Source: an optimization exercise on an open RTL-to-GDS flow (aim: small area and a short achievable clock period). Production flows keep margins and buffers that such runs may drop. RTL that was checked went through simulation tests only; none was proved equivalent to the original. For runs 1 to 4, only the layout was checked, not whether the RTL still works. Power and IR drop assume default switching activity.

### flow/design.v
package mcwp_pkg;
    localparam logic [3:0] CODE_DOT   = 4'b1010;
    localparam logic [3:0] CODE_EMPTY = 4'b1100;
    localparam logic [2:0] STATUS_OK       = 3'd0;
    localparam logic [2:0] STATUS_CANCEL   = 3'd1;
    localparam logic [2:0] STATUS_BAD_CHAR = 3'd2;
    localparam logic [2:0] STATUS_BAD_NUM  = 3'd3;
    localparam logic [2:0] STATUS_LIMIT    = 3'd4;
    localparam logic [16:0] LIMIT_RESET = 17'd99999;
    function automatic logic gt17(input logic [16:0] a, input logic [16:0] b);
        logic c;
        c = 1'b0;
        for (int i = 0; i < 17; i++) begin
            c = (a[i] & ~b[i]) | ((a[i] | ~b[i]) & c);
        end
        gt17 = c;
    endfunction
endpackage
module mcwp_axis_shape (
    input  logic [23:0] codes,
    output logic        bad,
    output logic        empty
);
    logic [5:0] dot, emp, dig;
    always_comb begin
        for (int i = 0; i < 6; i++) begin
            dot[i] = codes[4*i+3] & codes[4*i+1];
            emp[i] = codes[4*i+3] & codes[4*i+2];
            dig[i] = !dot[i] && !emp[i];
        end
    end
    logic tail_ok, sh_a, sh_b, sh_c, sh_d;
    always_comb begin
        tail_ok = !dot[3] && !dot[4] && !dot[5];
        sh_a  = dot[0] && dig[1] && !dot[2] && tail_ok;    
        sh_b  = dig[0] && dot[1] && dig[2] && tail_ok;     
        sh_c  = dig[0] && dig[1] && dot[2] && tail_ok;     
        sh_d  = dig[0] && !dot[1] && emp[2];               
        empty = emp[0];
        bad   = !(sh_a || sh_b || sh_c || sh_d || empty);
    end
endmodule
module mcwp_axis_align (
    input  logic [23:0] codes,
    output logic [19:0] digits      
);
    logic [5:0] dot, emp;
    logic [3:0] dv [6];
    logic p0, p1, p2;
    always_comb begin
        for (int i = 0; i < 6; i++) begin
            dot[i] = codes[4*i+3] & codes[4*i+1];
            emp[i] = codes[4*i+3] & codes[4*i+2];
            dv[i]  = {codes[4*i+3] & !codes[4*i+2], codes[4*i+2] & !codes[4*i+3],
                      codes[4*i+1], codes[4*i]};
        end
        p0 = dot[0];
        p1 = dot[1] || emp[1];
        p2 = !p0 && !p1;
        digits[19:16] = p2 ? dv[0] : 4'd0;
        digits[15:12] = p2 ? dv[1] : p1 ? dv[0] : 4'd0;
        digits[11:8]  = p2 ? dv[3] : p1 ? dv[2] : dv[1];
        digits[7:4]   = p2 ? dv[4] : p1 ? dv[3] : dv[2];
        digits[3:0]   = p2 ? dv[5] : p1 ? dv[4] : dv[3];
    end
endmodule
module mcwp_axis_conv (
    input  logic [19:0] digits,
    input  logic [16:0] limit,
    output logic [16:0] mils,
    output logic        over        
);
    logic [3:0] dT, dK, dH, dt, du;
    logic [16:0] r0, r1;
    assign dT = digits[19:16];
    assign dK = digits[15:12];
    assign dH = digits[11:8];
    assign dt = digits[7:4];
    assign du = digits[3:0];
    logic [16:0] p_dT;    
    assign p_dT[0] = 1'b0;
    assign p_dT[1] = 1'b0;
    assign p_dT[2] = 1'b0;
    assign p_dT[3] = 1'b0;
    assign p_dT[4] = (dT[0]);
    assign p_dT[5] = (dT[1]);
    assign p_dT[6] = (dT[2]);
    assign p_dT[7] = (dT[3]);
    assign p_dT[8] = (dT[0]);
    assign p_dT[9] = (!dT[1] && dT[0]) || (dT[1] && !dT[0]);
    assign p_dT[10] = (!dT[2] && dT[1]) || (!dT[2] && dT[0]) || (dT[2] && !dT[1] && !dT[0]);
    assign p_dT[11] = (dT[3]) || (dT[2] && !dT[0]) || (dT[1] && !dT[0]);
    assign p_dT[12] = (dT[3]) || (dT[2] && !dT[1] && !dT[0]) || (dT[1] && dT[0]);
    assign p_dT[13] = (!dT[3] && !dT[2] && dT[0]) || (dT[3] && !dT[0]) || (dT[2] && dT[1] && !dT[0]);
    assign p_dT[14] = (dT[3] && dT[0]) || (!dT[2] && dT[1]) || (dT[2] && !dT[1] && dT[0]) || (dT[1] && !dT[0]);
    assign p_dT[15] = (dT[2] && !dT[1]) || (dT[2] && !dT[0]);
    assign p_dT[16] = (dT[3]) || (dT[2] && dT[1] && dT[0]);
    logic [13:0] p_dK;    
    assign p_dK[0] = 1'b0;
    assign p_dK[1] = 1'b0;
    assign p_dK[2] = 1'b0;
    assign p_dK[3] = (dK[0]);
    assign p_dK[4] = (dK[1]);
    assign p_dK[5] = (!dK[2] && dK[0]) || (dK[2] && !dK[0]);
    assign p_dK[6] = (!dK[3] && !dK[2] && !dK[1] && dK[0]) || (dK[3] && !dK[0]) || (dK[2] && dK[1]) || (dK[1] && !dK[0]);
    assign p_dK[7] = (!dK[3] && !dK[2] && dK[0]) || (!dK[2] && dK[1]) || (dK[2] && !dK[1]);
    assign p_dK[8] = (dK[3]) || (dK[2]) || (dK[1]) || (dK[0]);
    assign p_dK[9] = (dK[3]) || (dK[2]) || (dK[1]) || (dK[0]);
    assign p_dK[10] = (dK[3] && !dK[0]) || (dK[2] && !dK[0]) || (dK[1] && !dK[0]);
    assign p_dK[11] = (dK[3] && !dK[0]) || (dK[2] && !dK[1] && !dK[0]) || (dK[1] && dK[0]);
    assign p_dK[12] = (dK[3] && !dK[0]) || (dK[2] && dK[1]) || (dK[2] && dK[0]);
    assign p_dK[13] = (dK[3] && dK[0]);
    logic [9:0] p_dH;    
    assign p_dH[0] = 1'b0;
    assign p_dH[1] = 1'b0;
    assign p_dH[2] = (dH[0]);
    assign p_dH[3] = (dH[1]);
    assign p_dH[4] = (dH[2]);
    assign p_dH[5] = (!dH[3] && dH[0]) || (dH[3] && !dH[0]);
    assign p_dH[6] = (!dH[3] && !dH[1] && dH[0]) || (dH[1] && !dH[0]);
    assign p_dH[7] = (dH[3] && dH[0]) || (!dH[2] && dH[1] && !dH[0]) || (dH[2] && !dH[1]) || (dH[2] && dH[0]);
    assign p_dH[8] = (dH[3]) || (!dH[2] && dH[1] && dH[0]) || (dH[2] && !dH[1]);
    assign p_dH[9] = (dH[3]) || (dH[2] && dH[1]);
    logic [6:0] p_dt;    
    assign p_dt[0] = 1'b0;
    assign p_dt[1] = (dt[0]);
    assign p_dt[2] = (dt[1]);
    assign p_dt[3] = (!dt[2] && dt[0]) || (dt[2] && !dt[0]);
    assign p_dt[4] = (dt[3]) || (!dt[2] && dt[1]) || (dt[2] && !dt[1] && dt[0]) || (dt[1] && !dt[0]);
    assign p_dt[5] = (dt[2] && !dt[1]) || (dt[2] && !dt[0]);
    assign p_dt[6] = (dt[3]) || (dt[2] && dt[1] && dt[0]);
    logic cs1;
    logic cs2;
    assign cs1 = p_dK[3] ^ p_dH[3];
    assign cs2 = p_dK[3] & p_dH[3];
    logic cs3;
    logic cs4;
    assign cs3 = p_dT[4] ^ p_dK[4] ^ p_dH[4];
    assign cs4 = (p_dT[4] & p_dK[4]) | (p_dT[4] & p_dH[4]) | (p_dK[4] & p_dH[4]);
    logic cs5;
    logic cs6;
    assign cs5 = p_dT[5] ^ p_dK[5] ^ p_dH[5];
    assign cs6 = (p_dT[5] & p_dK[5]) | (p_dT[5] & p_dH[5]) | (p_dK[5] & p_dH[5]);
    logic cs7;
    logic cs8;
    assign cs7 = p_dT[6] ^ p_dK[6] ^ p_dH[6];
    assign cs8 = (p_dT[6] & p_dK[6]) | (p_dT[6] & p_dH[6]) | (p_dK[6] & p_dH[6]);
    logic cs9;
    logic cs10;
    assign cs9 = p_dT[7] ^ p_dK[7];
    assign cs10 = p_dT[7] & p_dK[7];
    logic cs11;
    logic cs12;
    assign cs11 = p_dT[8] ^ p_dK[8];
    assign cs12 = p_dT[8] & p_dK[8];
    logic cs13;
    logic cs14;
    assign cs13 = p_dT[9] ^ p_dK[9];
    assign cs14 = p_dT[9] & p_dK[9];
    logic cs15;
    logic cs16;
    assign cs15 = p_dH[2] ^ p_dt[2];
    assign cs16 = p_dH[2] & p_dt[2];
    logic cs17;
    logic cs18;
    assign cs17 = cs1 ^ p_dt[3] ^ du[3];
    assign cs18 = (cs1 & p_dt[3]) | (cs1 & du[3]) | (p_dt[3] & du[3]);
    logic cs19;
    logic cs20;
    assign cs19 = cs2 ^ cs3 ^ p_dt[4];
    assign cs20 = (cs2 & cs3) | (cs2 & p_dt[4]) | (cs3 & p_dt[4]);
    logic cs21;
    logic cs22;
    assign cs21 = cs4 ^ cs5 ^ p_dt[5];
    assign cs22 = (cs4 & cs5) | (cs4 & p_dt[5]) | (cs5 & p_dt[5]);
    logic cs23;
    logic cs24;
    assign cs23 = cs6 ^ cs7 ^ p_dt[6];
    assign cs24 = (cs6 & cs7) | (cs6 & p_dt[6]) | (cs7 & p_dt[6]);
    logic cs25;
    logic cs26;
    assign cs25 = cs8 ^ cs9 ^ p_dH[7];
    assign cs26 = (cs8 & cs9) | (cs8 & p_dH[7]) | (cs9 & p_dH[7]);
    logic cs27;
    logic cs28;
    assign cs27 = cs10 ^ cs11 ^ p_dH[8];
    assign cs28 = (cs10 & cs11) | (cs10 & p_dH[8]) | (cs11 & p_dH[8]);
    logic cs29;
    logic cs30;
    assign cs29 = cs12 ^ cs13 ^ p_dH[9];
    assign cs30 = (cs12 & cs13) | (cs12 & p_dH[9]) | (cs13 & p_dH[9]);
    logic cs31;
    logic cs32;
    assign cs31 = cs14 ^ p_dT[10] ^ p_dK[10];
    assign cs32 = (cs14 & p_dT[10]) | (cs14 & p_dK[10]) | (p_dT[10] & p_dK[10]);
    logic cs33;
    logic cs34;
    assign cs33 = p_dT[11] ^ p_dK[11];
    assign cs34 = p_dT[11] & p_dK[11];
    logic cs35;
    logic cs36;
    assign cs35 = p_dT[12] ^ p_dK[12];
    assign cs36 = p_dT[12] & p_dK[12];
    logic cs37;
    logic cs38;
    assign cs37 = p_dT[13] ^ p_dK[13];
    assign cs38 = p_dT[13] & p_dK[13];
    assign r0 = {p_dT[16], p_dT[15], cs38, cs36, cs34, cs32, cs30, cs28, cs26, cs24, cs22, cs20, cs18, cs16, cs15, p_dt[1], du[0]};
    assign r1 = {1'b0, 1'b0, p_dT[14], cs37, cs35, cs33, cs31, cs29, cs27, cs25, cs23, cs21, cs19, cs17, du[2], du[1], 1'b0};
    assign mils = r0 + r1;
    logic [16:0] nl, cs_s, cs_c;
    logic [17:0] cs_sum;
    assign nl     = ~limit;
    assign cs_s   = r0 ^ r1 ^ nl;
    assign cs_c   = (r0 & r1) | (r0 & nl) | (r1 & nl);
    assign cs_sum = {1'b0, cs_s} + {cs_c, 1'b0};
    assign over   = cs_sum[17];
endmodule
module motion_command_word_parser_core (
    input  logic        aclk,
    input  logic        aresetn,
    input  logic        s_valid,
    output logic        s_ready,
    input  logic [7:0]  s_rx_byte,
    output logic        m_valid,
    input  logic        m_ready,
    output logic [2:0]  m_status,
    output logic [1:0]  m_error_axis,
    output logic [16:0] m_x_mils,
    output logic [16:0] m_y_mils,
    output logic [16:0] m_z_mils,
    input  logic        cfg_valid,
    output logic        cfg_ready,
    input  logic [2:0]  cfg_index,
    input  logic [16:0] cfg_data
);
    logic [2:0][16:0] limit_reg;
    logic [2:0][16:0] hold_reg;
    logic [71:0] st;           
    logic [2:0][16:0] val_reg;   
    logic [1:0]  lw;           
    logic        sel_act;      
    logic [1:0]  sel_ax;       
    logic [2:0]  idx;          
    logic        discard;
    logic        mv;
    logic [2:0]  status_reg;
    logic [1:0]  axis_reg;
    logic [7:0] b;
    logic [7:0] bu;
    logic is_cr, is_etx, is_sp, is_letter, is_f, is_char, is_dot;
    logic [3:0] code;
    logic accept, act, finish, err_any, wr;
    assign b  = s_rx_byte;
    assign bu = b & 8'hDF;
    always_comb begin
        is_cr     = (b == 8'h0D);
        is_etx    = (b == 8'h03);
        is_sp     = (b == 8'h20);
        is_f      = (bu == 8'h46);
        is_letter = (bu == 8'h58) || (bu == 8'h59) || (bu == 8'h5A) || is_f;
        is_dot    = (b == 8'h2E);
        is_char   = ((b >= 8'h30) && (b <= 8'h39)) || is_dot;
        code      = is_dot ? mcwp_pkg::CODE_DOT : b[3:0];
    end
    assign s_ready   = !mv || m_ready;
    assign cfg_ready = 1'b1;
    assign accept    = s_valid && s_ready;
    assign act       = accept && !discard;
    assign finish    = act && is_cr;
    assign err_any   = act && (is_etx || (sel_act && !is_cr && !is_sp && !is_letter && !is_char));
    assign wr        = act && sel_act && is_char && !(idx[2] && idx[1]);
    logic [16:0] cfg_limit_d, cfg_hold_d;
    logic [5:0]  cfg_en;
    always_comb begin
        cfg_limit_d = aresetn ? cfg_data : mcwp_pkg::LIMIT_RESET;
        cfg_hold_d  = aresetn ? cfg_data : 17'd0;
        for (int k = 0; k < 6; k++) begin
            cfg_en[k] = !aresetn || (cfg_valid && cfg_index == 3'(k));
        end
    end
    always_ff @(posedge aclk) begin
        for (int a = 0; a < 3; a++) begin
            if (cfg_en[a])     limit_reg[a] <= cfg_limit_d;
            if (cfg_en[a + 3]) hold_reg[a]  <= cfg_hold_d;
        end
    end
    logic [2:0]  bad, empty, over, fresh;
    logic [23:0] wr_cur, wr_new;
    logic [19:0] wr_digits;
    logic [19:0] conv_in;
    logic [16:0] conv_limit;
    logic [16:0] conv_mils;
    logic        conv_over;
    mcwp_axis_shape u_shape_x (.codes(st[23:0]),  .bad(bad[0]), .empty(empty[0]));
    mcwp_axis_shape u_shape_y (.codes(st[47:24]), .bad(bad[1]), .empty(empty[1]));
    mcwp_axis_shape u_shape_z (.codes(st[71:48]), .bad(bad[2]), .empty(empty[2]));
    always_comb begin
        case (sel_ax)
            2'd0:    wr_cur = st[23:0];
            2'd1:    wr_cur = st[47:24];
            default: wr_cur = st[71:48];
        endcase
        for (int i = 0; i < 6; i++) begin
            wr_new[4*i +: 4] = (idx == 3'(i)) ? code : wr_cur[4*i +: 4];
        end
    end
    mcwp_axis_align u_align (.codes(wr_new), .digits(wr_digits));
    always_ff @(posedge aclk) begin
        conv_in <= wr_digits;
    end
    always_comb begin
        for (int a = 0; a < 3; a++) fresh[a] = (lw == 2'(a));
        case (lw)
            2'd0:    conv_limit = limit_reg[0];
            2'd1:    conv_limit = limit_reg[1];
            default: conv_limit = limit_reg[2];
        endcase
    end
    mcwp_axis_conv u_conv (.digits(conv_in), .limit(conv_limit), .mils(conv_mils), .over(conv_over));
    logic [2:0] fin_status;
    logic [1:0] fin_axis;
    always_comb begin
        for (int a = 0; a < 3; a++) begin
            over[a] = !empty[a] && (fresh[a] ? conv_over : mcwp_pkg::gt17(val_reg[a], limit_reg[a]));
        end
        if (|bad) begin
            fin_status = mcwp_pkg::STATUS_BAD_NUM;
            fin_axis   = bad[2] ? 2'd2 : bad[1] ? 2'd1 : 2'd0;
        end else if (|over) begin
            fin_status = mcwp_pkg::STATUS_LIMIT;
            fin_axis   = over[2] ? 2'd2 : over[1] ? 2'd1 : 2'd0;
        end else begin
            fin_status = mcwp_pkg::STATUS_OK;
            fin_axis   = 2'd0;
        end
    end
    always_ff @(posedge aclk) begin
        for (int a = 0; a < 3; a++) begin
            if (finish && empty[a]) begin
                val_reg[a] <= hold_reg[a];
            end else if (fresh[a]) begin
                val_reg[a] <= conv_mils;
            end
        end
    end
    always_ff @(posedge aclk) begin
        if (!aresetn) begin
            lw <= 2'd3;
        end else begin
            lw <= wr ? sel_ax : 2'd3;
        end
    end
    logic       st_clr;
    logic [3:0] st_d;
    assign st_clr = !aresetn || (accept && is_cr);
    assign st_d   = st_clr ? mcwp_pkg::CODE_EMPTY : code;
    always_ff @(posedge aclk) begin
        for (int a = 0; a < 3; a++) begin
            for (int i = 0; i < 6; i++) begin
                if (st_clr || (wr && sel_ax == 2'(a) && idx == 3'(i))) begin
                    st[a*24+i*4 +: 4] <= st_d;
                end
            end
        end
    end
    always_ff @(posedge aclk) begin
        if (!aresetn) begin
            sel_act <= 1'b0;
            discard <= 1'b0;
            mv      <= 1'b0;
        end else begin
            mv <= finish || err_any || (mv && !m_ready);
            if (accept) begin
                if (is_cr) begin
                    sel_act <= 1'b0;
                    discard <= 1'b0;
                end else if (!discard) begin
                    if (err_any) begin
                        discard <= 1'b1;
                    end else if (is_letter) begin
                        sel_act <= 1'b1;
                    end else if (sel_act && is_char && idx[2] && idx[1]) begin
                        sel_act <= 1'b0;
                    end
                end
            end
        end
    end
    always_ff @(posedge aclk) begin
        if (accept && is_letter) begin
            sel_ax <= {b[1] | is_f, b[0] | is_f};
            idx    <= 3'd0;
        end else if (wr) begin
            idx    <= idx + 3'd1;
        end
    end
    always_ff @(posedge aclk) begin
        if (s_ready) begin
            if (is_cr) begin
                status_reg <= fin_status;
                axis_reg   <= fin_axis;
            end else if (is_etx) begin
                status_reg <= mcwp_pkg::STATUS_CANCEL;
                axis_reg   <= 2'd0;
            end else begin
                status_reg <= mcwp_pkg::STATUS_BAD_CHAR;
                axis_reg   <= sel_ax;
            end
        end
    end
    logic res_ok;
    assign res_ok       = (status_reg == mcwp_pkg::STATUS_OK);
    assign m_valid      = mv;
    assign m_status     = status_reg;
    assign m_error_axis = axis_reg;
    assign m_x_mils     = val_reg[0] & {17{res_ok}};
    assign m_y_mils     = val_reg[1] & {17{res_ok}};
    assign m_z_mils     = val_reg[2] & {17{res_ok}};
endmodule
### flow/config.mk
export PLATFORM = sky130hd
export DESIGN_NAME = motion_command_word_parser_core
export DESIGN_NICKNAME = motion_command_word_parser_core
export VERILOG_FILES = /design/flow/design.v
export SDC_FILE = /design/flow/constraint.sdc
export NUM_CORES = 4
export LEC_CHECK = 0
export ABC_CLOCK_PERIOD_IN_PS = 4500
export CAP_MARGIN = 20
export CORE_MARGIN = 2
export CORE_UTILIZATION = 40
export SETUP_SLACK_MARGIN = 5
export SLEW_MARGIN = 20
### flow/run.sh
#!/bin/bash
# synth_recipe.tcl (not shown) runs the flow's synth.tcl, then flattens the netlist and writes it again
# the make line also repeats each setting of config.mk as NAME=value (left out here)
make -C /OpenROAD-flow-scripts/flow DESIGN_CONFIG=/design/flow/config.mk WORK_HOME=/design/flow/orfs CLKGATE_MAP_FILE= SYNTH_SCRIPT=/design/flow/synth_recipe.tcl finish
### flow/constraint.sdc
create_clock -name core_clock -period 10.0 [get_ports {aclk}]
set_input_delay 2.0000 -clock core_clock [delete_from_list [all_inputs] [get_ports {aclk}]]
set_output_delay 2.0000 -clock core_clock [all_outputs]
set_load 0.01 [all_outputs]
==> results.toml, run 1 <==
[status]
status = "timing/DRC/antenna clean"

[final_layout]
final_nets = 1471
largest_reg_flops = 72
layout-drive-gt1-share_pct = 6.36
stdcell_count = 1838
area_growth_pct = 16.8
n_antenna_cell = 0
largest-register = "st"

[global_routing]
antenna_found_initial = 0
grt_max_degree = 52
grt_usage_pct = 20.7
grt_first_pass_wirelength_mm = 57.2
grt_pass1_vias = 9569
gr-total-overflow = 0

[detailed_routing]
drtPass1Iterations = 6
drcViolationCount = 0
viasPerCell = 5.36
routed_wirelength_mm = 37.4
via_count = 9848
drt-wirelength-per-cell_um = 20.3
antenna_left = 0
drt-initial-drc-count = 976

[worst_setup_path]
end_kind = "primary output"
r2r-end = "status_reg[2]"
r2r-start = "conv_in[16]"
path_class = "in -> out"
r2r_cells = 16
critPathArrivalTime_ps = 2910
required_ps = 8000
ff2ff_setup_slack_ps = 5220
start_kind = "input pin"
cp_max_fo = 9

[timing]
worstMarginPinSlew_ps = 1070
hold_violations = 0
worst_hold_slack_ps = 508
finalMaxSlewViolations = 0
final.setup.tns_ps = 0
slew_headroom_pct = 28.7
rsz0062_at_grt = "yes"
finalCritPeriodShare_pct = 49.1
fin_crit_ps = 4910
setup_viol = 0
final.setup_skew_ps = 29.9
fin_ws_ps = 5090
max_freq_ghz = 0.204

[logic_synthesis]
netlist_instances = 1278
synth_sequential_area_ratio_pct = 53.8
synth_warnings = 4
syn_area_sq_um = 14000
netlist-cell-type-count = 74
yosysTopAreaCellShare_pct = 49.8
syn-num-nets = 1386
synth-seq-cells = 260
async_flop_share_pct = 0
syn_avg_cell_area_sq_um = 11.0
synth_top_flop_cell = "edfxtp_1"
synth_edf_count = 232
yosysTopAreaCell = "edfxtp_1"
ys_top_cells_by_area = "edfxtp_1, nand2_1, ha_1"

[placement]
portBuffers = 90
dp_cells = 1787
gp_congestion = 0.841
pre_cts_ws_ps = 4130
dpl.hpwl_mm = 27.8

[floorplan]
die_x_um = 191
core_sq_um = 34500
rows = 68
dieArea_sq_um = 36500
fp.dieH_um = 191
pin_count = 92
initial_core_util_pct = 40.5

[clocking]
htreeDepth = 1
cts_hold_buf = 0
clkTransAtPathRegs_ps = 60
clk_path_buf_depth = 3
clock-root-buffer = "clkbuf_16"
clock_sinks = 260
tritoncts = "built"
worst_skew_pair.late_latency_ps = 560
cts_inserted_buffers = 27

[power_and_ir_drop]
power_density_nw_per_um2 = 199
leakage_nw = 6.39
ir_drop_uv = 128

[flow_run]
maxCapViolCount = 0

[hold_path]
hold_class = "reg -> reg"
hp-start = "hold_reg[2]"
worst_hold_path.num_cells = 2
hold-path-endpoint = "val_reg[2]"
## through the flow
stage / power [mW] / util [%] / area (sq um)
after floorplan: 2.02 / - / 14000
after global placement: 2.27 / 44.6 / 15400
after detailed placement: 2.29 / 44.6 / 15400
after CTS: 3.26 / 47.1 / 16300
after global routing: 3.45 / 47.3 / 16300
final: 3.25 / 47.3 / 16300
## Yosys cell counts, types with 6 or more instances
cell,n
ha_1,49
fa_1,26
a222oi_1,7
xnor2_1,14
nor2b_1,23
o21a_1,10
nor3_1,11
nand3_1,10
a21o_1,8
mux2i_1,58
and2_1,76
maj3_1,14
buf_2,8
edfxtp_1,232
nand2b_1,29
nor2_1,84
inv_1,86
mux2_1,12
o21ai_0,98
and3_1,6
clkbuf_1,33
dfxtp_1,28
a31oi_1,7
a21oi_1,65
nand2_1,177
## worst max path at each step
| stage | startpoint | slack [ps] | to |
|---|---|---|---|
| after floorplan | s_rx_byte[2] | 5510 | val_reg[0] |
| after global placement | s_rx_byte[0] | 4290 | val_reg[25] |
| after detailed placement | s_rx_byte[0] | 4130 | val_reg[25] |
| after CTS | s_rx_byte[0] | 5070 | val_reg[13] |
| after global routing | conv_in[12] | 4980 | status_reg[2] |
| final | m_ready | 5090 | s_ready |
## power breakdown
group / switching (mW) / internal, mW
combinational: 0.533 / 0.361
sequential: 0.0500 / 1.33
clock: 0.426 / 0.550
## worst max-delay path: stages
cell and delay, ps:
clkdlybuf4s50_1 450, nand2b_4 170, dlygate4sd2_1 280
## layout by cell type (no fill, tap or decap), types with 6 or more instances in the layout
| master | Yosys | final |
|---|---|---|
| a21o_1 | 8 | 8 |
| a21oi_1 | 65 | 65 |
| a222oi_1 | 7 | 7 |
| a31oi_1 | 7 | 7 |
| and2_1 | 76 | 76 |
| and3_1 | 6 | 6 |
| buf_4 | 1 | 11 |
| clkbuf_16 | 0 | 27 |
| clkdlybuf4s50_1 | 0 | 88 |
| clkinv_1 | 0 | 6 |
| dfxtp_1 | 28 | 28 |
| edfxtp_1 | 232 | 232 |
| fa_1 | 26 | 26 |
| ha_1 | 49 | 49 |
| inv_1 | 86 | 86 |
| maj3_1 | 14 | 14 |
| mux2_1 | 12 | 12 |
| mux2i_1 | 58 | 58 |
| nand2_1 | 177 | 175 |
| nand2b_1 | 29 | 27 |
| nand3_1 | 10 | 10 |
| nor2_1 | 84 | 82 |
| nor2b_1 | 23 | 23 |
| nor3_1 | 11 | 10 |
| o21a_1 | 10 | 10 |
| o21ai_0 | 98 | 91 |
| xnor2_1 | 14 | 14 |
## layer usage
metal  wire [um]  vias up  GRT usage [%]
li1            -     4716              -
met1       17100     4760           29.6
met2       17300      340           34.0
met3        2440       32           2.70
met4         441        0           3.55
met5           0        -              0
## final cells by class
cell class / instances / area [sq um]
Fill cell: 3211 / 18200
Clock inverter: 18 / 159
Sequential cell: 260 / 7530
Tap cell: 455 / 569
Clock buffer: 31 / 691
Timing Repair Buffer: 103 / 1010
Multi-Input combinational cell: 885 / 6070
Inverter: 86 / 323
## logic make-up (layout without fill, tap and decap cells)
family	Yosys count	after routing	share of synthesized area, %
adder cells (fa/ha/maj)	94	94	9.50
AO/OA/AOI/OAI	258	258	11.4
AND/OR/NAND/NOR	444	444	15.3
multiplexers	71	71	5.19
XOR/XNOR	17	17	1.06
other	1	1	0.0268
buffers and inverters	133	238	3.67
flip-flops	260	260	53.8
## timing repair
action	CTS	global route
setup endpoints to repair	52	69
buffers inserted	0	2
gates resized for setup	7	9
pin swaps	0	0
gates cloned	0	0
==> run 2: changes to the inputs <==
--- a/flow/config.mk
+++ b/flow/config.mk
@@ -9,5 +9,6 @@
 export CAP_MARGIN = 20
 export CORE_MARGIN = 2
 export CORE_UTILIZATION = 40
+export CTS_BUF_LIST = sky130_fd_sc_hd__clkbuf_4
 export SETUP_SLACK_MARGIN = 5
 export SLEW_MARGIN = 20
==> run 2 against run 1 <==
First-iteration DRC count shrank 9.2%. Power shrank 0.55%. Utilization is essentially flat. Die area is the same. Final cell count grew 3.6%. Flip-flop and latch count is the same. Clock-buffer cell count grew 63. Design area is essentially flat. Clock power shrank 2%. Largest cell class unchanged. Fmax is essentially flat. Still clean. Area after synthesis is the same. Register-to-register slack gained 20 ps.
==> results.toml, run 2 <==
[status]
status = "timing/DRC/antenna clean"

[global_routing]
antenna_found_initial = 1
grt_pass1_vias = 9961
grt_first_pass_wirelength_mm = 57.9
grt_max_degree = 52
gr-total-overflow = 0
grt_usage_pct = 21.1

[detailed_routing]
antenna_left = 0
viasPerCell = 5.30
drcViolationCount = 0
drt-initial-drc-count = 886
drt-wirelength-per-cell_um = 19.9
drtPass1Iterations = 5
via_count = 10100
routed_wirelength_mm = 37.8

[timing]
fin_crit_ps = 4910
hold_violations = 0
slew_headroom_pct = 28.4
rsz0062_at_grt = "yes"
setup_viol = 0
worstMarginPinSlew_ps = 1070
finalMaxSlewViolations = 0
final.setup_skew_ps = 73.0
fin_ws_ps = 5090
finalCritPeriodShare_pct = 49.1
max_freq_ghz = 0.204
final.setup.tns_ps = 0

[worst_setup_path]
critPathArrivalTime_ps = 2910
r2r_cells = 16
ff2ff_setup_slack_ps = 5240
cp_max_fo = 9
r2r-start = "conv_in[16]"
start_kind = "input pin"
path_class = "in -> out"
r2r-end = "status_reg[2]"
required_ps = 8000
end_kind = "primary output"

[logic_synthesis]
syn_avg_cell_area_sq_um = 11.0
synth.most_common_cell = "edfxtp_1"
synth_sequential_area_ratio_pct = 53.8
synth_top_family_by_area = "simple AND/OR/NAND/NOR gates"
async_flop_share_pct = 0
syn-num-nets = 1386
synth_common_cells = "edfxtp_1, nand2_1, o21ai_0, inv_1, nor2_1"
synth_warnings = 4
yosysTopAreaCell = "edfxtp_1"
ys_top_cells_by_area = "edfxtp_1, nand2_1, ha_1"
syn_area_sq_um = 14000
netlist_instances = 1278
synth_simple_gate_area_share_pct = 15.3
yosysTopAreaCellShare_pct = 49.8
netlist-cell-type-count = 74
synthMuxAreaShare_pct = 5.19
synth_xor_area_share_pct = 1.06
synth-compound-area-share_pct = 11.4
synth-seq-cells = 260
synth_fa_ha_area_share_pct = 9.50
synth_edf_count = 232
synth_top_flop_cell = "edfxtp_1"

[clocking]
clock-root-buffer = "clkbuf_4"
clock_sinks = 260
tritoncts = "built"
cts_setup_buffers = 0
clk_path_buf_depth = 3
cts_inserted_buffers = 67
worst_skew_pair.late_latency_ps = 700
htreeDepth = 3
clkTransAtPathRegs_ps = 60

[power_and_ir_drop]
combPwrFrac_pct = 27.6
p_sw_mw = 1.02
clkPwrFrac_pct = 29.7
p_int_mw = 2.20
power.total_mw = 3.23
sw_frac_of_total_pct = 31.7
seqPwrFrac_pct = 42.7
leakage_nw = 6.49
power_density_nw_per_um2 = 198
ir_drop_uv = 89.6

[hold_path]
worst_hold_path.num_cells = 2
hp-start = "hold_reg[47]"
hold-path-endpoint = "val_reg[47]"
hold_class = "reg -> reg"

[final_layout]
final_cell_mix = "edfxtp_1, nand2_1, o21ai_0, clkbuf_4, clkdlybuf4s50_1"
largest_reg_flops = 72
mostFrequentLayoutCell = "edfxtp_1"
finalInstanceArea_sq_um = 16300
register_area_sq_um = 7530
largest-register = "st"
multiInputGateArea_sq_um = 6050
fill_cells = 3243
layout-drive-gt1-share_pct = 10.2
final_util_pct = 47.3
final_nets = 1509
area_growth_pct = 16.8

[floorplan]
fp.dieH_um = 191
die_x_um = 191
initial_core_util_pct = 40.5
rows = 68
pin_count = 92
dieArea_sq_um = 36500
core_sq_um = 34500

[placement]
pre_cts_ws_ps = 4130
dpl_cell_area_sq_um = 15400
gp_congestion = 0.841
dpl.hpwl_mm = 27.8
portBuffers = 90

[flow_run]
maxCapViolCount = 0
-- run 2: layout make-up --
type / count / share of cell area [%]
clock buffers: 94 / 4.32
repair buffers: 101 / 6.00
flip-flops and latches: 260 / 46.1
multi-input cells: 885 / 37.0
well taps: 455 / 3.48
clock inverters: 23 / 1.15
diodes: 1 / 0.0153
inverters: 86 / 1.98
-- run 2: power by group through the flow --
stage	sequential, mW	combinational, mW	clock [mW]
after floorplan	1.38	0.642	0
after global placement	1.40	0.876	0
after detailed placement	1.40	0.893	0
after CTS	1.38	0.901	0.976
after global routing	1.39	1.04	1.04
final	1.38	0.891	0.960
-- run 2: cells by family (layout without fill, tap and decap cells) --
logic type	after synthesis	count (layout)
buffers and inverters	133	304
AND/OR/NAND/NOR	444	444
AO/OA/AOI/OAI	258	258
XOR/XNOR	17	17
other	1	2
flip-flops	260	260
multiplexers	71	71
adder cells (fa/ha/maj)	94	94
-- run 2: worst max-delay path: stages --
cell and delay (ps):
clkdlybuf4s50_1 450, nand2b_4 170, dlygate4sd2_1 280
-- run 2: how the worst max path moves through the flow --
| stage | to | cells past startpoint | slack, ps | start |
|---|---|---|---|---|
| 6_report | s_ready | 3 | 5090 | m_ready |
| 5_1_grt | status_reg[2] | 15 | 5000 | conv_in[13] |
| 4_1_cts | val_reg[2] | 7 | 5090 | s_rx_byte[0] |
| 3_5_place_dp | val_reg[25] | 7 | 4130 | s_rx_byte[0] |
| 3_3_place_gp | val_reg[25] | 7 | 4290 | s_rx_byte[0] |
| 2_1_floorplan | val_reg[0] | 8 | 5510 | s_rx_byte[2] |
-- run 2: repair_timing --
item / in CTS / in global routing
endpoints found under the hold margin: 0 / 0
endpoints found under the setup margin: 24 / 5
hold buffers: 0 / 0
gates resized for setup: 5 / 2
gates cloned: 0 / 0
-- run 2: stage by stage --
stage / hold WS [ps] / std cells
2_1_floorplan: 461 / 1278
3_3_place_gp: 487 / 1786
3_5_place_dp: 490 / 1787
4_1_cts: 448 / 1904
5_1_grt: 478 / 1905
6_report: 451 / 1905
-- run 2: metal layers --
| layer | GRT usage [%] | up-vias | share of wire (%) | routed length (um) |
|---|---|---|---|---|
| met2 | 34.2 | 362 | 46 | 17600 |
| li1 | - | 4840 | - | - |
| met5 | 0 | - | 0 | 0 |
| met4 | 4.79 | 0 | 1.4 | 523 |
| met3 | 4.33 | 50 | 7.1 | 2690 |
| met1 | 29.2 | 4844 | 45 | 17000 |
==> run 3: changes to the inputs <==
==> flow/flow/run.sh (new file) <==
#!/bin/bash
# Layout flow: the standard flow (standard synthesis unchanged), with the
# port buffers made from plain buffers instead of delay buffers, and the
# resizer allowed to pick any drive strength, not only cells of the same
# footprint. Each step's full output is in orfs/logs; make's own output is in
# make_finish.log here.
set -euo pipefail
bash standard.sh \
    "BUFFER_PORTS_ARGS=-buffer_cell sky130_fd_sc_hd__buf_2" \
    MATCH_CELL_FOOTPRINT=0 \
    finish > make_finish.log 2>&1
==> flow/standard.sh (new file) <==
#!/bin/bash
# synth_recipe.tcl (not shown) runs the flow's synth.tcl, then flattens the netlist and writes it again
# the make line also repeats each setting of config.mk as NAME=value (left out here)
make -C /OpenROAD-flow-scripts/flow DESIGN_CONFIG=/design/flow/config.mk WORK_HOME=/design/flow/orfs CLKGATE_MAP_FILE= SYNTH_SCRIPT=/design/flow/synth_recipe.tcl "${@:-finish}"
--- a/flow/config.mk
+++ b/flow/config.mk
@@ -9,6 +9,5 @@
 export CAP_MARGIN = 20
 export CORE_MARGIN = 2
 export CORE_UTILIZATION = 40
-export CTS_BUF_LIST = sky130_fd_sc_hd__clkbuf_4
 export SETUP_SLACK_MARGIN = 5
 export SLEW_MARGIN = 20
removed: flow/run.sh
==> run 3 against run 2 <==
Critical path depth up 12. Register-to-register slack better by 90 ps. Setup slack better by 240 ps. Die area unchanged. Synthesized cell count unchanged. Non-clock buffer count down 1. First-iteration DRC count up 9.0%. Flip-flop and latch count unchanged. Via count down 2.3%. Clock power up 5%. Critical endpoint is now status_reg[2].
==> results.toml, run 3 <==
[logic_synthesis]
synth-seq-cells = 260
synth_top_family_by_area = "simple AND/OR/NAND/NOR gates"
syn_avg_cell_area_sq_um = 11.0
synth_edf_count = 232
synth_simple_gate_area_share_pct = 15.3
synth_fa_ha_area_share_pct = 9.50
synth_sequential_area_ratio_pct = 53.8
syn_area_sq_um = 14000
netlist-cell-type-count = 74
ys_top_cells_by_area = "edfxtp_1, nand2_1, ha_1"
async_flop_share_pct = 0
synthMuxAreaShare_pct = 5.19
yosysTopAreaCellShare_pct = 49.8
synth_common_cells = "edfxtp_1, nand2_1, o21ai_0, inv_1, nor2_1"
synth.most_common_cell = "edfxtp_1"
netlist_instances = 1278
syn-num-nets = 1386
synth-compound-area-share_pct = 11.4
synth_top_flop_cell = "edfxtp_1"
synth_xor_area_share_pct = 1.06
yosysTopAreaCell = "edfxtp_1"
synth_warnings = 4

[worst_setup_path]
critPathArrivalTime_ps = 4960
cp_max_fo = 8
required_ps = 10290
end_kind = "flip-flop"
path_class = "reg -> reg"
start_kind = "flip-flop"

[clocking]
clk_path_buf_depth = 3
cts_setup_buffers = 0
tritoncts = "built"
htreeDepth = 1
clkTransAtPathRegs_ps = 60
clock_sinks = 260
cts_inserted_buffers = 27
clock-root-buffer = "clkbuf_16"
worst_skew_pair.late_latency_ps = 550

[timing]
worstMarginPinSlew_ps = 1110
final.setup_skew_ps = 14.0
hold_violations = 0
slew_headroom_pct = 25.8
fin_crit_ps = 4670
setup_viol = 0
final.setup.tns_ps = 0
worst_hold_slack_ps = 506
finalMaxSlewViolations = 0
max_freq_ghz = 0.214
finalCritPeriodShare_pct = 46.7
rsz0062_at_grt = "no"

[power_and_ir_drop]
ir_drop_uv = 133
leakage_nw = 6.50
power_density_nw_per_um2 = 207

[floorplan]
pin_count = 92
core_sq_um = 34500
die_x_um = 191
dieArea_sq_um = 36500
fp.dieH_um = 191
rows = 68
initial_core_util_pct = 40.5

[detailed_routing]
routed_wirelength_mm = 37.2
drtPass1Iterations = 6
antenna_left = 0
viasPerCell = 5.38
via_count = 9866
drt-initial-drc-count = 966
drt-wirelength-per-cell_um = 20.3
drcViolationCount = 0

[placement]
portBuffers = 90
dpl.hpwl_mm = 27.7
dp_cells = 1786
gp_congestion = 0.865

[flow_run]
maxCapViolCount = 0

[global_routing]
grt_usage_pct = 20.6
grt_first_pass_wirelength_mm = 57.0
grt_pass1_vias = 9508
gr-total-overflow = 0
grt_max_degree = 52
antenna_found_initial = 2

[final_layout]
final_cell_mix = "edfxtp_1, nand2_1, o21ai_0, buf_2, inv_1"
layout-drive-gt1-share_pct = 12.1
area_growth_pct = 13.3
largest-register = "st"
stdcell_count = 1835
final_nets = 1468
mostFrequentLayoutCell = "edfxtp_1"
final_util_pct = 45.9
n_antenna_cell = 0
largest_reg_flops = 72

[hold_path]
hold_class = "reg -> reg"

[status]
status = "timing/DRC/antenna clean"
==> run 3: cell types whose count changed in the layout (fill, tap and decap cells not counted), sizes merged <==
cell / delta
clkdlybuf4s50: -88
inv: -1
clkinv: -8
dlygate4sd2: -1
clkinvlp: +1
clkbuf: -60
buf: +88
diode: -1
==> run 3: worst paths after layout <==
kind,start,to,slack (ps),depth (start not counted)
worst max-delay path,conv_in[13],status_reg[2],5330,15
worst min-delay path,hold_reg[47],val_reg[47],510,2
worst max register to register,conv_in[13],status_reg[2],5330,15
worst min register to register,hold_reg[47],val_reg[47],510,2
==> run 3: kinds of logic (layout without fill, tap and decap cells) <==
logic type      count (synthesis)  count (layout)
mux                            71              71
xor+xnor                       17              17
flops                         260             260
compound gates                258             258
simple gates                  444             444
buf+inv                       133             235
other cells                     1               1
fa+ha+maj                      94              94
==> run 3: per-stage QoR <==
stage	setup slack, ps	instance area (sq um)	power (mW)
floorplan	5510	14000	2.02
global placement	4870	15000	2.27
detailed placement	4810	15000	2.29
CTS	5180	15800	3.30
global route	5020	15900	3.47
finish	5330	15900	3.28
==> run 3: final cells by class <==
cell class	count	area (sq um)
fill	3233	18700
sequential	260	7530
multi-input combinational	885	6020
timing repair buffer	100	526
clock buffer	34	722
tap	455	569
inverter	86	323
clock inverter	15	163
==> run 3: power breakdown <==
group          internal (mW)  switching (mW)  total, mW
registers               1.33          0.0491       1.38
clock network          0.589           0.422       1.01
logic                  0.354           0.538      0.892
==> run 3: repair_timing <==
item                                    4_1_cts  5_1_grt
hold endpoints to repair                      0        0
endpoints found under the setup margin        0        3
resized for setup                             0        2
hold buffers                                  0        0
==> run 3: per-layer routing <==
| metal | global-route usage, % | vias up | wire (um) |
|---|---|---|---|
| li1 | - | 4720 | - |
| met1 | 29.7 | 4739 | 17000 |
| met2 | 32.1 | 340 | 16600 |
| met3 | 3.40 | 65 | 2580 |
| met4 | 5.74 | 2 | 967 |
| met5 | 0 | - | 12 |
==> run 3: worst max-delay path, stage by stage, from the launching register on <==
cell and delay, ps:
dfxtp_1 480, nor3_1 100, a221oi_1 360, fa_1 490, inv_1 90, fa_1 460, fa_1 520, ha_1 330
a21oi_1 150, nor2b_1 60, o211ai_1 150, a31o_1 210, xor2_2 300, a221o_1 220, a31oi_1 90, o31a_1 410
==> run 4: changes to the inputs <==
--- a/flow/design.v
+++ b/flow/design.v
@@ -209,12 +209,18 @@
     assign r1 = {1'b0, 1'b0, p_dT[14], cs37, cs35, cs33, cs31, cs29, cs27, cs25, cs23, cs21, cs19, cs17, du[2], du[1], 1'b0};
     assign mils = r0 + r1;
     logic [16:0] nl, cs_s, cs_c;
-    logic [17:0] cs_sum;
-    assign nl     = ~limit;
-    assign cs_s   = r0 ^ r1 ^ nl;
-    assign cs_c   = (r0 & r1) | (r0 & nl) | (r1 & nl);
-    assign cs_sum = {1'b0, cs_s} + {cs_c, 1'b0};
-    assign over   = cs_sum[17];
+    logic [17:0] cy;
+    assign nl   = ~limit;
+    assign cs_s = r0 ^ r1 ^ nl;
+    assign cs_c = (r0 & r1) | (r0 & nl) | (r1 & nl);
+    always_comb begin
+        cy[0] = 1'b0;
+        cy[1] = 1'b0;
+        for (int i = 1; i < 17; i++) begin
+            cy[i+1] = (cs_s[i] & cs_c[i-1]) | ((cs_s[i] | cs_c[i-1]) & cy[i]);
+        end
+    end
+    assign over = cy[17] | cs_c[16];
 endmodule
 module motion_command_word_parser_core (
     input  logic        aclk,
@@ -337,7 +343,7 @@
     end
     always_ff @(posedge aclk) begin
         for (int a = 0; a < 3; a++) begin
-            if (finish && empty[a]) begin
+            if (s_ready && is_cr && empty[a]) begin
                 val_reg[a] <= hold_reg[a];
             end else if (fresh[a]) begin
                 val_reg[a] <= conv_mils;
==> flow/flow/run.sh (replaced) <==
#!/bin/bash
# Layout flow: the standard flow (standard synthesis unchanged), with the
# port buffers made from plain buffers instead of delay buffers, the resizer
# allowed to pick any drive strength (not only cells of the same footprint),
# and a larger setup margin for timing repair. Each step's full output is in
# orfs/logs; make's own output is in make_finish.log here.
set -euo pipefail
bash standard.sh \
    "BUFFER_PORTS_ARGS=-buffer_cell sky130_fd_sc_hd__buf_1" \
    MATCH_CELL_FOOTPRINT=0 \
    SETUP_SLACK_MARGIN=5.6 \
    finish > make_finish.log 2>&1
==> run 4 against run 3 <==
Non-clock buffer count grew 17. Synthesized cell count grew 3.3%. Die area rose by 0.37%. Routed wire length up 1.3%. Hold slack got worse by 2.7 ps. Fmax grew 5.9%. Area after synthesis is 0.38% higher. Utilization rose by 0.93 points. Setup slack improved by 260 ps. Design area rose by 2.0%. Critical path type is now in -> out. Largest power group unchanged.
==> results.toml, run 4 <==
[final_layout]
final_nets = 1517
mostFrequentLayoutCell = "edfxtp_1"
layout-drive-gt1-share_pct = 10.0
final_cell_mix = "edfxtp_1, nand2_1, inv_1, buf_1, o21ai_0"
largest-register = "st"
area_growth_pct = 15.1
n_antenna_cell = 0
largest_reg_flops = 72
final_util_pct = 46.8

[logic_synthesis]
yosysTopAreaCell = "edfxtp_1"
synth-seq-cells = 260
synth.most_common_cell = "edfxtp_1"
syn_area_sq_um = 14000
async_flop_share_pct = 0
yosysTopAreaCellShare_pct = 49.6
syn_avg_cell_area_sq_um = 10.6
netlist_instances = 1320
synth_warnings = 5
netlist-cell-type-count = 74
synth_common_cells = "edfxtp_1, nand2_1, inv_1, o21ai_0, and2_1"
syn-num-nets = 1413
synth_sequential_area_ratio_pct = 53.6
ys_top_cells_by_area = "edfxtp_1, nand2_1, mux2i_1"
synth_edf_count = 232
synth_top_flop_cell = "edfxtp_1"

[hold_path]
hold_class = "reg -> reg"
worst_hold_path.num_cells = 2
hold-path-endpoint = "val_reg[22]"
hp-start = "hold_reg[22]"

[timing]
final.setup.tns_ps = 0
worstMarginPinSlew_ps = 810
max_freq_ghz = 0.227
finalMaxSlewViolations = 0
slew_headroom_pct = 46.0
finalCritPeriodShare_pct = 44.1
fin_crit_ps = 4410
rsz0062_at_grt = "yes"
setup_viol = 0
final.setup_skew_ps = 19.4
hold_violations = 0

[worst_setup_path]
slowest_stage = "nor2b_2"
required_ps = 8000
r2r-end = "axis_reg[1]"
critPathArrivalTime_ps = 2410
r2r_cells = 17
end_kind = "primary output"
crit_chain = "buf_1 > nor2b_2 > inv_2 > buf_6"
cpPeakStageDelay_ps = 150
start_kind = "input pin"
r2r-start = "conv_in[12]"
crit_buf_inv = 3
path_class = "in -> out"
cp_max_fo = 2
ff2ff_setup_slack_ps = 5650
cp_top_family = "buffers and inverters"

[detailed_routing]
antenna_left = 0
drtPass1Iterations = 5
drcViolationCount = 0
viasPerCell = 5.35
drt-initial-drc-count = 867
via_count = 10200
drt-wirelength-per-cell_um = 19.8
routed_wirelength_mm = 37.7

[clocking]
htreeDepth = 1
cts_hold_buf = 0
clock_sinks = 260
worst_skew_pair.late_latency_ps = 550
tritoncts = "built"
clk_path_buf_depth = 3
clock-root-buffer = "clkbuf_16"
cts_inserted_buffers = 28
clkTransAtPathRegs_ps = 60

[floorplan]
fp.dieH_um = 191
die_x_um = 191
core_sq_um = 34500
dieArea_sq_um = 36600
initial_core_util_pct = 40.7
rows = 68
pin_count = 92

[flow_run]
maxCapViolCount = 0

[power_and_ir_drop]
power.total_mw = 3.45
power_density_nw_per_um2 = 213
leakage_nw = 6.34
ir_drop_uv = 179

[global_routing]
gr-total-overflow = 0
antenna_found_initial = 0
grt_first_pass_wirelength_mm = 57.0
grt_max_degree = 52
grt_pass1_vias = 9851
grt_usage_pct = 20.5

[status]
status = "timing/DRC/antenna clean"

[placement]
portBuffers = 90
dpl.hpwl_mm = 27.6
gp_congestion = 0.866
[run 4: cell count changes in the layout (fill, tap and decap cells not counted), moves of 10 or more]
cell     change
o21ai_1     +16
ha_1        -16
mux2_1      -11
buf_2       -90
nor2_1      -14
buf_4       +16
inv_1       +10
o21ai_0     -12
buf_1       +85
nand2_1     +36
[run 4: worst min-delay path, delay by kind of cell, from the launching register on]
family        cells  cell delay (ps)
simple gates      2               90
flops             1              320
[run 4: worst max path at each step]
stage / startpoint / to / depth (start not counted)
2_1_floorplan: conv_in[12] / axis_reg[1] / 17
5_1_grt: conv_in[12] / axis_reg[0] / 17
4_1_cts: conv_in[12] / axis_reg[1] / 17
6_report: m_ready / s_ready / 4
3_5_place_dp: s_rx_byte[0] / val_reg[45] / 7
3_3_place_gp: s_rx_byte[0] / val_reg[43] / 7
[run 4: metal layers]
| layer | GRT usage, % | part of all wire (%) | vias up |
|---|---|---|---|
| met4 | 5.56 | 2.6 | 0 |
| li1 | - | - | 4895 |
| met2 | 32.5 | 45 | 328 |
| met5 | 0 | 0 | - |
| met1 | 29.7 | 47 | 4897 |
| met3 | 2.48 | 5.3 | 56 |
[run 4: logic make-up (layout without fill, tap and decap cells)]
logic type,count (synthesis),in the layout,share of synthesized area (%)
AOI/OAI and AO/OA,270,270,11.9
xor gates and xnor gates,17,17,1.06
other,1,1,0.0267
buffers and inverters,145,271,3.96
and+or+nand+nor,480,480,16.4
adders and majority gates,81,81,8.31
DFF,260,260,53.6
muxes,66,66,4.77
[run 4: power by group]
group	internal, mW	leakage, nW	switching [mW]
combinational	0.421	3.43	0.621
clock	0.596	0.447	0.434
sequential	1.33	2.47	0.0499
[run 4: area by class of cell]
class	instances	area, sq um
Tap cell	455	569
Inverter	102	385
Fill cell	3321	18400
Sequential cell	260	7540
Timing Repair Buffer	117	566
Clock inverter	21	214
Clock buffer	31	712
Multi-Input combinational cell	915	6190
[run 4: metrics by stage]
| step | cell area, sq um | setup WS (ps) | hold WS (ps) | cells |
|---|---|---|---|---|
| 6_report | 16200 | 5590 | 503 | 1901 |
| 5_1_grt | 16200 | 5430 | 519 | 1901 |
| 4_1_cts | 16000 | 5570 | 507 | 1893 |
| 3_5_place_dp | 14900 | 4410 | 493 | 1837 |
| 3_3_place_gp | 14900 | 4620 | 490 | 1837 |
| 2_1_floorplan | 14000 | 5610 | 461 | 1320 |
[run 4: what timing repair did]
item,4_1_cts,5_1_grt
resized for setup,29,25
buffers inserted,4,8
pin swaps,7,17
setup endpoints to repair,91,110
==> run 5: changes to the inputs <==
--- a/flow/design.v
+++ b/flow/design.v
@@ -243,7 +243,7 @@
     logic [2:0][16:0] limit_reg;
     logic [2:0][16:0] hold_reg;
     logic [71:0] st;           
-    logic [2:0][16:0] val_reg;   
+    logic [2:0][16:0] val_n;     
     logic [1:0]  lw;           
     logic        sel_act;      
     logic [1:0]  sel_ax;       
@@ -328,7 +328,7 @@
     logic [1:0] fin_axis;
     always_comb begin
         for (int a = 0; a < 3; a++) begin
-            over[a] = !empty[a] && (fresh[a] ? conv_over : mcwp_pkg::gt17(val_reg[a], limit_reg[a]));
+            over[a] = !empty[a] && (fresh[a] ? conv_over : mcwp_pkg::gt17(~val_n[a], limit_reg[a]));
         end
         if (|bad) begin
             fin_status = mcwp_pkg::STATUS_BAD_NUM;
@@ -344,9 +344,9 @@
     always_ff @(posedge aclk) begin
         for (int a = 0; a < 3; a++) begin
             if (s_ready && is_cr && empty[a]) begin
-                val_reg[a] <= hold_reg[a];
+                val_n[a] <= ~hold_reg[a];
             end else if (fresh[a]) begin
-                val_reg[a] <= conv_mils;
+                val_n[a] <= ~conv_mils;
             end
         end
     end
@@ -415,12 +415,12 @@
             end
         end
     end
-    logic res_ok;
-    assign res_ok       = (status_reg == mcwp_pkg::STATUS_OK);
+    logic res_bad;
+    assign res_bad      = (status_reg != mcwp_pkg::STATUS_OK);
     assign m_valid      = mv;
     assign m_status     = status_reg;
     assign m_error_axis = axis_reg;
-    assign m_x_mils     = val_reg[0] & {17{res_ok}};
-    assign m_y_mils     = val_reg[1] & {17{res_ok}};
-    assign m_z_mils     = val_reg[2] & {17{res_ok}};
+    assign m_x_mils     = ~(val_n[0] | {17{res_bad}});
+    assign m_y_mils     = ~(val_n[1] | {17{res_bad}});
+    assign m_z_mils     = ~(val_n[2] | {17{res_bad}});
 endmodule
--- a/flow/config.mk
+++ b/flow/config.mk
@@ -9,5 +9,7 @@
 export CAP_MARGIN = 20
 export CORE_MARGIN = 2
 export CORE_UTILIZATION = 40
+export CTS_CLUSTER_DIAMETER = 120
+export CTS_CLUSTER_SIZE = 30
 export SETUP_SLACK_MARGIN = 5
 export SLEW_MARGIN = 20
==> run 5 against run 4 <==
First-iteration DRC count decreased by 13%. Critical path type unchanged. Design area decreased by 6.5%. Via count decreased by 2.3%. Final cell count decreased by 6.7%. Still clean on timing, DRC and antenna. Routed wire length decreased by 1.3%. Global-route usage about the same. Setup slack got worse by 15 ps. Flip-flop and latch count unchanged. Synthesized cell count decreased by 5.8%. Hold slack improved by 25 ps. Critical endpoint unchanged.
==> results.toml, run 5 <==
[clocking]
cts_hold_buf = 0
clock-root-buffer = "clkbuf_16"
htreeDepth = 1
worst_skew_pair.late_latency_ps = 500
clk_path_buf_depth = 3
tritoncts = "built"
clock_sinks = 260
cts_inserted_buffers = 12
clkTransAtPathRegs_ps = 120

[detailed_routing]
antenna_left = 0
via_count = 9938
drtPass1Iterations = 7
drt-wirelength-per-cell_um = 21.0
viasPerCell = 5.61
drcViolationCount = 0
drt-initial-drc-count = 758
routed_wirelength_mm = 37.2

[worst_setup_path]
crit_start = "m_ready"
end_kind = "primary output"
start_kind = "input pin"
critPathArrivalTime_ps = 2430
required_ps = 8000
ff2ff_setup_slack_ps = 5750
r2r_cells = 14
r2r-end = "val_n[31]"
cp_max_fo = 2
path_class = "in -> out"
r2r-start = "conv_in[12]"

[flow_run]
maxCapViolCount = 0

[logic_synthesis]
synth_top_flop_cell = "edfxtp_1"
yosysTopAreaCellShare_pct = 50.5
ys_top_cells_by_area = "edfxtp_1, mux2i_1, dfxtp_1"
synth_sequential_area_ratio_pct = 54.5
netlist-cell-type-count = 79
synth-seq-cells = 260
netlist_instances = 1244
syn_avg_cell_area_sq_um = 11.1
synth_common_cells = "edfxtp_1, nor2_1, nand2_1, o21ai_0, mux2i_1"
syn_area_sq_um = 13800
synth_edf_count = 232
synth.most_common_cell = "edfxtp_1"
synth_warnings = 5
async_flop_share_pct = 0
syn-num-nets = 1337
yosysTopAreaCell = "edfxtp_1"

[placement]
dpl.hpwl_mm = 28.1
portBuffers = 90
gp_congestion = 0.893
dp_cells = 1755

[hold_path]
worst_hold_path.num_cells = 2
hold-path-endpoint = "sel_act"
hold_class = "reg -> reg"
hp-start = "sel_act"

[final_layout]
area_growth_pct = 9.61
final_nets = 1409
n_antenna_cell = 0
largest-register = "st"
register_area_sq_um = 7530
stdcell_count = 1773
final_cell_mix = "edfxtp_1, nor2_1, nand2_1, o21ai_0, mux2i_1"
mostFrequentLayoutCell = "edfxtp_1"
layout-drive-gt1-share_pct = 5.99
fill_cells = 3256
multiInputGateArea_sq_um = 6010
largest_reg_flops = 72

[global_routing]
antenna_found_initial = 1
grt_usage_pct = 20.5
grt_first_pass_wirelength_mm = 55.9
grt_max_degree = 53
grt_pass1_vias = 9297
gr-total-overflow = 0

[timing]
max_freq_ghz = 0.226
setup_viol = 0
final.setup_skew_ps = 22.2
worstMarginPinSlew_ps = 1150
fin_crit_ps = 4430
rsz0062_at_grt = "yes"
final.setup.tns_ps = 0
finalCritPeriodShare_pct = 44.3
hold_violations = 0
finalMaxSlewViolations = 0
slew_headroom_pct = 23.5

[power_and_ir_drop]
ir_drop_uv = 217
power_density_nw_per_um2 = 270
leakage_nw = 5.63

[floorplan]
rows = 68
dieArea_sq_um = 36000
pin_count = 92
initial_core_util_pct = 40.3
core_sq_um = 34300
die_x_um = 190
fp.dieH_um = 190

[status]
status = "timing/DRC/antenna clean"
-- run 5: worst max-delay path: stages --
cell      delay [ps]
buf_6            100
nor2b_4          140
clkinv_4          70
buf_6            120
-- run 5: routing by layer --
metal  GRT usage (%)  routed length [um]
met5               0                  14
met1            29.3               16800
met4            5.34                 787
met2            33.3               17400
met3            2.40                2200
-- run 5: final cells by class --
class / instances / area share [%]
sequential: 260 / 49.8
multi-input combinational: 879 / 39.7
tap: 455 / 3.76
timing repair buffer: 101 / 2.92
clock buffer: 15 / 2.20
inverter: 62 / 1.57
clock inverter: 1 / 0.0744
-- run 5: logic make-up (layout without fill, tap and decap cells) --
logic type / Yosys count / in the layout / synth area share [%]
compound gates: 310 / 310 / 14.0
xor+xnor: 14 / 14 / 0.888
fa+ha+maj: 67 / 67 / 7.36
buf+inv: 105 / 179 / 3.07
flops: 260 / 260 / 54.5
mux: 94 / 94 / 6.82
other cells: 1 / 1 / 0.0272
simple gates: 393 / 393 / 13.3
-- run 5: repair_timing --
| action | 4_1_cts | 5_1_grt |
|---|---|---|
| setup endpoints to repair | 103 | 111 |
| resized for setup | 19 | 18 |
| buffers inserted | 2 | 0 |
-- run 5: worst max path at each step --
stage                     end  cells past startpoint
CTS                   s_ready                      4
floorplan             s_ready                      2
finish                s_ready                      4
detailed placement  val_n[35]                      7
global route           st[33]                     10
global placement    val_n[34]                      7
-- run 5: per-stage QoR --
| stage | util (%) | hold WS, ps | cell area, sq um | total power, mW | setup WS, ps |
|---|---|---|---|---|---|
| 2_1_floorplan | - | 469 | 13800 | 2.95 | 5610 |
| 3_3_place_gp | 42.7 | 510 | 14600 | 3.41 | 4750 |
| 3_5_place_dp | 42.7 | 510 | 14600 | 3.46 | 4660 |
| 4_1_cts | 43.9 | 527 | 15100 | 4.05 | 5580 |
| 5_1_grt | 44.1 | 558 | 15100 | 4.40 | 5440 |
| 6_report | 44.1 | 528 | 15100 | 4.09 | 5570 |
-- run 5: power breakdown --
group	internal, mW	leakage (nW)	switching [mW]	total (mW)
logic	0.804	3.00	1.20	2.00
clock network	0.241	0.169	0.326	0.567
registers	1.44	2.47	0.0775	1.52
==> run 6: changes to the inputs <==
--- a/flow/flow/run.sh
+++ b/flow/flow/run.sh
@@ -8,5 +8,5 @@
 bash standard.sh \
     "BUFFER_PORTS_ARGS=-buffer_cell sky130_fd_sc_hd__buf_1" \
     MATCH_CELL_FOOTPRINT=0 \
-    SETUP_SLACK_MARGIN=5.6 \
+    SETUP_SLACK_MARGIN=5.75 \
     finish > make_finish.log 2>&1
--- a/flow/config.mk
+++ b/flow/config.mk
@@ -5,6 +5,7 @@
 export SDC_FILE = /design/flow/constraint.sdc
 export NUM_CORES = 4
 export LEC_CHECK = 0
+export ABC_AREA = 1
 export ABC_CLOCK_PERIOD_IN_PS = 4500
 export CAP_MARGIN = 20
 export CORE_MARGIN = 2
==> run 6 against run 5 <==
Clock skew decreased by 2.6 ps. Critical endpoint unchanged. Hold slack got worse by 42 ps. Final cell count increased by 13%. Routed wire length increased by 0.55%. Sequential share of layout area decreased by 0.20 points. Non-clock buffer count increased by 13. Clock power decreased by 2%. Design area increased by 0.51%. Power decreased by 11%. Synthesized cell count increased by 17%. Die area decreased by 1.1%.
==> results.toml, run 6 <==
[final_layout]
multiInputGateArea_sq_um = 5300
final_nets = 1640
area_growth_pct = 11.5
final_cell_mix = "nand2_1, edfxtp_1, inv_1, nor2_1, buf_1"
mostFrequentLayoutCell = "nand2_1"
n_antenna_cell = 0
largest_reg_flops = 72
register_area_sq_um = 7540
stdcell_count = 1998
layout-drive-gt1-share_pct = 9.55
largest-register = "st"
fill_cells = 3291

[global_routing]
gr-total-overflow = 0
grt_usage_pct = 20.6
antenna_found_initial = 0
grt_first_pass_wirelength_mm = 56.4
grt_pass1_vias = 9870
grt_max_degree = 52

[timing]
finalMaxSlewViolations = 0
fin_ws_ps = 5630
fin_crit_ps = 4370
setup_viol = 0
rsz0062_at_grt = "yes"
final.setup_skew_ps = 19.6
max_freq_ghz = 0.229
worstMarginPinSlew_ps = 1010
slew_headroom_pct = 32.5
finalCritPeriodShare_pct = 43.7
hold_violations = 0
final.setup.tns_ps = 0

[logic_synthesis]
synth_warnings = 5
synth.most_common_cell = "nand2_1"
yosysTopAreaCell = "edfxtp_1"
netlist-cell-type-count = 57
netlist_instances = 1460
syn_area_sq_um = 13600
synth_common_cells = "nand2_1, edfxtp_1, inv_1, nor2_1, a21oi_1"
yosysTopAreaCellShare_pct = 51.0
syn-num-nets = 1553
synth-seq-cells = 260
synth_edf_count = 232
ys_top_cells_by_area = "edfxtp_1, nand2_1, inv_1"
synth_sequential_area_ratio_pct = 55.2
syn_avg_cell_area_sq_um = 9.35
async_flop_share_pct = 0
synth_top_flop_cell = "edfxtp_1"

[clocking]
clk_path_buf_depth = 3
htreeDepth = 1
clock-root-buffer = "clkbuf_16"
tritoncts = "built"
clkTransAtPathRegs_ps = 120
worst_skew_pair.late_latency_ps = 490
clock_sinks = 260
cts_inserted_buffers = 12

[worst_setup_path]
ff2ff_setup_slack_ps = 5800
path_class = "in -> out"
crit_start = "m_ready"
cp_max_fo = 2
end_kind = "primary output"
start_kind = "input pin"
cp-endpoint = "s_ready"
r2r-start = "conv_in[12]"
r2r_cells = 22
critPathArrivalTime_ps = 2370
r2r-end = "val_n[16]"
required_ps = 8000

[hold_path]
hold_class = "reg -> reg"
worst_hold_path.num_cells = 2

[floorplan]
pin_count = 92
core_sq_um = 33500
die_x_um = 189
rows = 67
fp.dieH_um = 189
initial_core_util_pct = 40.7
dieArea_sq_um = 35600

[placement]
dp_cells = 1966
portBuffers = 90
dpl.hpwl_mm = 27.7
pre_cts_ws_ps = 5110
gp_congestion = 0.918

[power_and_ir_drop]
power_density_nw_per_um2 = 239
ir_drop_uv = 146
leakage_nw = 6.46

[detailed_routing]
drt-initial-drc-count = 957
drt-wirelength-per-cell_um = 18.7
drcViolationCount = 0
antenna_left = 0
viasPerCell = 5.23
via_count = 10400
drtPass1Iterations = 5
routed_wirelength_mm = 37.4

[status]
status = "timing/DRC/antenna clean"

[flow_run]
maxCapViolCount = 0
[run 6: cell count changes after synthesis, moves of 28 or more]
cell	before	now
o21ai_1	7	53
and2_1	30	2
mux2i_1	93	0
inv_1	60	225
o22ai_1	11	42
o21ai_0	111	68
nand2_1	112	313
[run 6: cells by family after synthesis]
group | count (synthesis) | synth area share, %
AOI/OAI and AO/OA | 291 | 12.4
xor gates and xnor gates | 14 | 0.898
adders and majority gates | 60 | 6.93
DFF | 260 | 55.2
and+or+nand+nor | 547 | 16.5
other | 1 | 0.0275
buffers and inverters | 287 | 8.07
[run 6: routing by layer]
metal / track usage [%] / up-vias / share of wire, %
li1: - / 5037 / -
met1: 29.5 / 4958 / 45
met2: 32.6 / 396 / 45
met3: 2.94 / 50 / 7.4
met4: 6.07 / 0 / 2.8
met5: 0 / - / 0
[run 6: area by class of cell]
cell class                 count  share of cell area (%)
clock buffer                  16                    2.21
clock inverter                 1                  0.0740
inverter                     246                    6.15
multi-input combinational    913                    34.8
sequential                   260                    49.5
tap                          448                    3.69
timing repair buffer         114                    3.50
[run 6: what timing repair did]
item / CTS / global route
setup buffers: 6 / 9
resized for setup: 19 / 52
setup endpoints to repair: 55 / 124
cloned: 0 / 0
hold buffers: 0 / 0
pin swaps: 6 / 31
[run 6: power breakdown]
part	internal (mW)	switching (mW)	leakage (nW)
Combinational	0.648	1.00	3.82
Sequential	1.38	0.0523	2.46
Clock	0.242	0.314	0.170
[run 6: worst min-delay path by stage]
| stage | start | end | slack, ps |
|---|---|---|---|
| 2_1_floorplan | discard | discard | 440 |
| 3_3_place_gp | discard | discard | 460 |
| 3_5_place_dp | discard | discard | 470 |
| 4_1_cts | sel_act | sel_act | 490 |
| 5_1_grt | discard | discard | 530 |
| 6_report | sel_act | sel_act | 490 |
[run 6: critical path: stages]
cell and delay, ps:
buf_1 80, nor2_2 120, inv_2 60, buf_1 120
[run 6: stage by stage]
stage / total power [mW] / hold slack, ps / instance area [sq um] / util, %
after floorplan: 2.54 / 441 / 13700 / -
after global placement: 2.92 / 458 / 14500 / 43.2
after detailed placement: 2.94 / 465 / 14500 / 43.2
after CTS: 3.52 / 490 / 15000 / 44.6
after global routing: 3.93 / 529 / 15200 / 45.4
final: 3.64 / 485 / 15200 / 45.4

[port drivers added, routing unchanged]
The results above use ideal ports. As a check the final layouts listed here were re-extracted and re-timed, cells and wires unchanged. Step 1 sets driving cells, clkbuf_16 on the clock port and buf_2 on the other inputs (assumed; they add their load-dependent delay and slew). Step 2, shift: input delay + t, output delay - t, t = (earliest + latest rising clock arrival at the registers) / 2. This alone moves slack from input paths to output paths. Three values: ideal, step 1, step 2; two values: the first two.
| run | t, ns | setup WS [ns] | hold WS [ns] | worst setup path after step 2 | latest minus earliest clock arrival (ns) |
|---|---|---|---|---|---|
| run 1 | 0.594 | 5.089 / 5.066 / 4.522 | 0.508 / 0.508 / 0.508 | input to register | 0.030 / 0.030 |
| run 2 | 0.708 | 5.089 / 5.065 / 4.458 | 0.451 / 0.451 / 0.451 | input to register | 0.077 / 0.077 |
| run 3 | 0.598 | 5.326 / 5.326 / 4.789 | 0.506 / 0.506 / 0.506 | input to register | 0.014 / 0.014 |
| run 4 | 0.592 | 5.587 / 5.564 / 5.203 | 0.503 / 0.503 / 0.503 | input to register | 0.021 / 0.020 |
| run 5 | 0.536 | 5.573 / 5.540 / 5.131 | 0.528 / 0.528 / 0.528 | input to register | 0.034 / 0.035 |
| run 6 | 0.532 | 5.625 / 5.603 / 5.489 | 0.485 / 0.485 / 0.485 | input to register | 0.019 / 0.019 |
After both steps every run listed still meets setup and hold. The setup slack of run 2, which loses most, moves by -0.024 ns with the drivers and by -0.631 ns with both steps.
